Context: an optimization exercise on an open-source flow, tuned for small area. The choices shown serve that exercise and are no tape-out recipe. In this exercise RTL edits were held to simulation tests only and were not proved equivalent to the original. Power is estimated from default activity; no workload was simulated.

## job 104
==> flow/design.v <==
package regfile_pkg;
    localparam int XLEN_DEFAULT = 32;
    localparam int ZERO_REG     = 0;
endpackage
module regfile_scoreboard (
    input  logic        clk,
    input  logic        rst_n,
    input  logic        i_live,
    input  logic        i_iss_en,
    input  logic [4:0]  i_iss_addr,
    input  logic        i_wr_en,
    input  logic [4:0]  i_wr_addr,
    input  logic [31:1] i_wsel,
    input  logic [31:1] i_keep,
    output logic [31:1] o_busy,
    output logic [5:0]  o_busy_cnt,
    output logic        o_any_busy
);
    logic [31:1] r_busy;
    logic [31:1] w_isel;
    logic [31:1] w_next;
    logic        w_busy_iss;
    logic        w_busy_wr;
    regfile_dec u_idec (.i_en(i_iss_en && rst_n), .i_addr(i_iss_addr), .o_sel(w_isel));
    for (genvar i = 1; i < 32; i++) begin : g_busy
        rf_busy_next u_next (.i_set(w_isel[i]), .i_keep(i_keep[i]), .i_q(r_busy[i]), .o_d(w_next[i]));
        always_ff @(posedge clk) begin
            r_busy[i] <= w_next[i];
        end
    end
    rf_andor31 u_biss (.i_sel(w_isel), .i_dat(r_busy), .o_y(w_busy_iss));
    rf_andor31 u_bwr  (.i_sel(i_wsel), .i_dat(r_busy), .o_y(w_busy_wr));
    regfile_count u_count (
        .clk        (clk),
        .rst_n      (rst_n),
        .i_live     (i_live),
        .i_iss_en   (i_iss_en),
        .i_iss_addr (i_iss_addr),
        .i_wr_en    (i_wr_en),
        .i_wr_addr  (i_wr_addr),
        .i_busy_iss (w_busy_iss),
        .i_busy_wr  (w_busy_wr),
        .o_busy_cnt (o_busy_cnt),
        .o_any_busy (o_any_busy)
    );
    assign o_busy = r_busy;
endmodule
module rf_busy_next (input logic i_set, i_keep, i_q, output logic o_d);
    assign o_d = i_set | (i_q & i_keep);
endmodule
module regfile_count (
    input  logic        clk,
    input  logic        rst_n,
    input  logic        i_live,
    input  logic        i_iss_en,
    input  logic [4:0]  i_iss_addr,
    input  logic        i_wr_en,
    input  logic [4:0]  i_wr_addr,
    input  logic        i_busy_iss,
    input  logic        i_busy_wr,
    output logic [5:0]  o_busy_cnt,
    output logic        o_any_busy
);
    logic [5:0] r_busy_cnt;
    logic       w_iss;
    logic       w_inc;
    logic       w_dec;
    always_comb begin
        w_iss = i_iss_en && (i_iss_addr != 5'd0);
        w_inc = w_iss && !(i_live && i_busy_iss);
        w_dec = i_wr_en && (i_wr_addr != 5'd0) && i_live && i_busy_wr &&
                !(w_iss && (i_iss_addr == i_wr_addr));
    end
    always_ff @(posedge clk or negedge rst_n) begin
        if (!rst_n)              r_busy_cnt <= '0;
        else if (w_inc != w_dec) r_busy_cnt <= w_inc ? r_busy_cnt + 6'd1 : r_busy_cnt - 6'd1;
    end
    assign o_busy_cnt = r_busy_cnt;
    assign o_any_busy = (r_busy_cnt != '0);
endmodule
module regfile_sb (
    input  logic        clk,
    input  logic        rst_n,
    input  logic [9:0]  rd_addr,
    output logic [63:0] rd_data,
    output logic [1:0]  rd_busy,
    input  logic        wr_en,
    input  logic [4:0]  wr_addr,
    input  logic [31:0] wr_data,
    input  logic        iss_en,
    input  logic [4:0]  iss_addr,
    output logic [5:0]  busy_cnt,
    output logic        any_busy
);
    logic [31:0] r_mem [1:31];
    logic        r_live;
    logic [31:1] w_busy;
    logic [31:1] w_wsel;
    logic [31:1] w_keep;
    always_ff @(posedge clk or negedge rst_n) begin
        if (!rst_n) r_live <= 1'b0;
        else        r_live <= 1'b1;
    end
    regfile_dec u_wdec (.i_en(wr_en && rst_n), .i_addr(wr_addr), .o_sel(w_wsel));
    for (genvar i = 1; i < 32; i++) begin : g_reg
        logic [31:0] w_next;
        assign w_keep[i] = !w_wsel[i] && r_live;
        for (genvar b = 0; b < 32; b++) begin : g_bit
            rf_ao22 u_wmux (
                .a1(w_wsel[i]), .a2(wr_data[b]), .b1(w_keep[i]), .b2(r_mem[i][b]), .y(w_next[b])
            );
        end
        always_ff @(posedge clk) begin
            r_mem[i] <= w_next;
        end
    end
    regfile_scoreboard u_scoreboard (
        .clk        (clk),
        .rst_n      (rst_n),
        .i_live     (r_live),
        .i_iss_en   (iss_en),
        .i_iss_addr (iss_addr),
        .i_wr_en    (wr_en),
        .i_wr_addr  (wr_addr),
        .i_wsel     (w_wsel),
        .i_keep     (w_keep),
        .o_busy     (w_busy),
        .o_busy_cnt (busy_cnt),
        .o_any_busy (any_busy)
    );
    for (genvar p = 0; p < 2; p++) begin : g_rd
        logic [31:1] w_dsel;
        logic        w_hit;
        regfile_rsel u_rsel (
            .i_rst_n   (rst_n),
            .i_live    (r_live),
            .i_addr    (rd_addr[p*5 +: 5]),
            .i_wr_en   (wr_en),
            .i_wr_addr (wr_addr),
            .o_dsel    (w_dsel),
            .o_hit     (w_hit)
        );
        rf_andor31 u_bmux (.i_sel(w_dsel), .i_dat(w_busy), .o_y(rd_busy[p]));
        for (genvar b = 0; b < 32; b++) begin : g_bit
            logic [31:1] w_col;
            for (genvar i = 1; i < 32; i++) begin : g_col
                assign w_col[i] = r_mem[i][b];
            end
            rf_andor32 u_mux (
                .i_sel ({w_hit, w_dsel}),
                .i_dat ({wr_data[b], w_col}),
                .o_y   (rd_data[p*32 + b])
            );
        end
    end
endmodule
module regfile_dec (
    input  logic        i_en,
    input  logic [4:0]  i_addr,
    output logic [31:1] o_sel
);
    for (genvar i = 1; i < 32; i++) begin : g_sel
        assign o_sel[i] = i_en && (i_addr == 5'(i));
    end
endmodule
module regfile_rsel (
    input  logic        i_rst_n,
    input  logic        i_live,
    input  logic [4:0]  i_addr,
    input  logic        i_wr_en,
    input  logic [4:0]  i_wr_addr,
    output logic [31:1] o_dsel,
    output logic        o_hit
);
    logic [3:0] w_lo;    
    logic [7:0] w_hi;    
    assign o_hit = i_rst_n && i_wr_en && (i_wr_addr != 5'd0) && (i_addr == i_wr_addr);
    for (genvar j = 0; j < 4; j++) begin : g_lo
        assign w_lo[j] = (i_addr[1:0] == 2'(j));
    end
    for (genvar j = 0; j < 8; j++) begin : g_hi
        assign w_hi[j] = i_live && !o_hit && (i_addr[4:2] == 3'(j));
    end
    for (genvar i = 1; i < 32; i++) begin : g_sel
        rf_and2 u_and (.a(w_hi[i / 4]), .b(w_lo[i % 4]), .y(o_dsel[i]));
    end
endmodule
module rf_andor32 (
    input  logic [31:0] i_sel,
    input  logic [31:0] i_dat,
    output logic        o_y
);
    logic [9:0] w_n;
    logic [1:0] w_m;
    logic [2:0] w_or;
    for (genvar k = 0; k < 10; k++) begin : g_aoi
        rf_aoi222 u_aoi (
            .a1(i_sel[3*k]),   .a2(i_dat[3*k]),
            .b1(i_sel[3*k+1]), .b2(i_dat[3*k+1]),
            .c1(i_sel[3*k+2]), .c2(i_dat[3*k+2]),
            .y(w_n[k])
        );
    end
    rf_nand2 u_m0 (.a(i_sel[30]), .b(i_dat[30]), .y(w_m[0]));
    rf_nand2 u_m1 (.a(i_sel[31]), .b(i_dat[31]), .y(w_m[1]));
    rf_nand4 u_n0 (.a(w_n[0]), .b(w_n[1]), .c(w_n[2]), .d(w_n[3]), .y(w_or[0]));
    rf_nand4 u_n1 (.a(w_n[4]), .b(w_n[5]), .c(w_n[6]), .d(w_n[7]), .y(w_or[1]));
    rf_nand4 u_n2 (.a(w_n[8]), .b(w_n[9]), .c(w_m[0]), .d(w_m[1]), .y(w_or[2]));
    rf_or3   u_o  (.a(w_or[0]), .b(w_or[1]), .c(w_or[2]), .y(o_y));
endmodule
module rf_andor31 (
    input  logic [30:0] i_sel,
    input  logic [30:0] i_dat,
    output logic        o_y
);
    logic [9:0] w_n;
    logic       w_m;
    logic [2:0] w_or;
    for (genvar k = 0; k < 10; k++) begin : g_aoi
        rf_aoi222 u_aoi (
            .a1(i_sel[3*k]),   .a2(i_dat[3*k]),
            .b1(i_sel[3*k+1]), .b2(i_dat[3*k+1]),
            .c1(i_sel[3*k+2]), .c2(i_dat[3*k+2]),
            .y(w_n[k])
        );
    end
    rf_nand2 u_m  (.a(i_sel[30]), .b(i_dat[30]), .y(w_m));
    rf_nand4 u_n0 (.a(w_n[0]), .b(w_n[1]), .c(w_n[2]), .d(w_n[3]), .y(w_or[0]));
    rf_nand4 u_n1 (.a(w_n[4]), .b(w_n[5]), .c(w_n[6]), .d(w_n[7]), .y(w_or[1]));
    rf_nand3 u_n2 (.a(w_n[8]), .b(w_n[9]), .c(w_m), .y(w_or[2]));
    rf_or3   u_o  (.a(w_or[0]), .b(w_or[1]), .c(w_or[2]), .y(o_y));
endmodule
module rf_ao22 (input logic a1, a2, b1, b2, output logic y);
    assign y = (a1 & a2) | (b1 & b2);
endmodule
module rf_aoi222 (input logic a1, a2, b1, b2, c1, c2, output logic y);
    assign y = !((a1 & a2) | (b1 & b2) | (c1 & c2));
endmodule
module rf_and2 (input logic a, b, output logic y);
    assign y = a & b;
endmodule
module rf_nand2 (input logic a, b, output logic y);
    assign y = !(a & b);
endmodule
module rf_nand3 (input logic a, b, c, output logic y);
    assign y = !(a & b & c);
endmodule
module rf_nand4 (input logic a, b, c, d, output logic y);
    assign y = !(a & b & c & d);
endmodule
module rf_or3 (input logic a, b, c, output logic y);
    assign y = a | b | c;
endmodule
module regfile_sb_top (
    input  logic        clk,
    input  logic        rst_n,
    input  logic [9:0]  rd_addr,
    output logic [63:0] rd_data,
    output logic [1:0]  rd_busy,
    input  logic        wr_en,
    input  logic [4:0]  wr_addr,
    input  logic [31:0] wr_data,
    input  logic        iss_en,
    input  logic [4:0]  iss_addr,
    output logic [5:0]  busy_cnt,
    output logic        any_busy
);
    regfile_sb u_rf (
        .clk      (clk),
        .rst_n    (rst_n),
        .rd_addr  (rd_addr),
        .rd_data  (rd_data),
        .rd_busy  (rd_busy),
        .wr_en    (wr_en),
        .wr_addr  (wr_addr),
        .wr_data  (wr_data),
        .iss_en   (iss_en),
        .iss_addr (iss_addr),
        .busy_cnt (busy_cnt),
        .any_busy (any_busy)
    );
endmodule
clock: 8.0 ns
lec_check: 0
cap_margin: 20
core_margin: 2
core_utilization: 45
cts_buf_list: sky130_fd_sc_hd__clkbuf_16
cts_cluster_diameter: 70
cts_cluster_size: 20
slew_margin: 20
synth_hierarchical: 1
standard.sh (not shown) runs the stock make flow with config.mk's settings and CLKGATE_MAP_FILE= SYNTH_SCRIPT=/design/flow/synth_recipe.tcl, a recipe that flattens the netlist after the stock synthesis.
==> flow/flow/run.sh <==
#!/bin/bash
# The standard layout (the standard.sh), with every port buffered by the smallest buffer
# cell instead of the default delay buffer.
set -euo pipefail
export BUFFER_PORTS_ARGS="-buffer_cell sky130_fd_sc_hd__buf_1"
bash standard.sh finish > standard_flow.log 2>&1
Job 104 finished every step from synthesis to the final layout, and the layout passed the timing, design-rule and antenna checks.
#### Input delta (job 102 over job 104)
- CTS_CLUSTER_DIAMETER: 70 -> 90
- Taking job 104 as the reference, in job 102 final non-filler cell area decreased 0.52%; met2 global-route usage up 0.19 points; final worst slack up 110 ps; worst hold slack comparable; maximum operating frequency went up 1.6%.
- As far as sequential cell count goes, job 104 and job 102 are indistinguishable; the numbers are identical.
- According to the power report, total power for job 102 is lower than for job 104.
- [job 102] layout overhead on the synthesized area fell 0.59 points relative to job 104
- Job 102 and job 104 ended up with roughly the same routed wire length.
- The run showing the smaller clock network power consumption is job 102.

## port drivers added, routing unchanged
How much do the figures lean on ideal ports? The routed layouts below were timed once more, with nothing changed but the port constraints. Step 1 assumes that a clkbuf_16 drives the clock port and a buf_2 every other input. Step 2 also shifts input and output timing later by t, the mid clock arrival at the registers, as if the neighbouring blocks saw the same clock. Three values: ideal ports, drivers, drivers and shift; two values: the first two.
| run | t, ns | setup WS [ns] | clock arrival spread, ns |
|---|---|---|---|
| job 104 | 0.742 | 0.615 / 0.588 / 0.588 | 0.043 / 0.044 |
| job 102 | 0.725 | 0.730 / 0.703 / 0.703 | 0.054 / 0.054 |
After both steps every run listed still meets setup and hold.
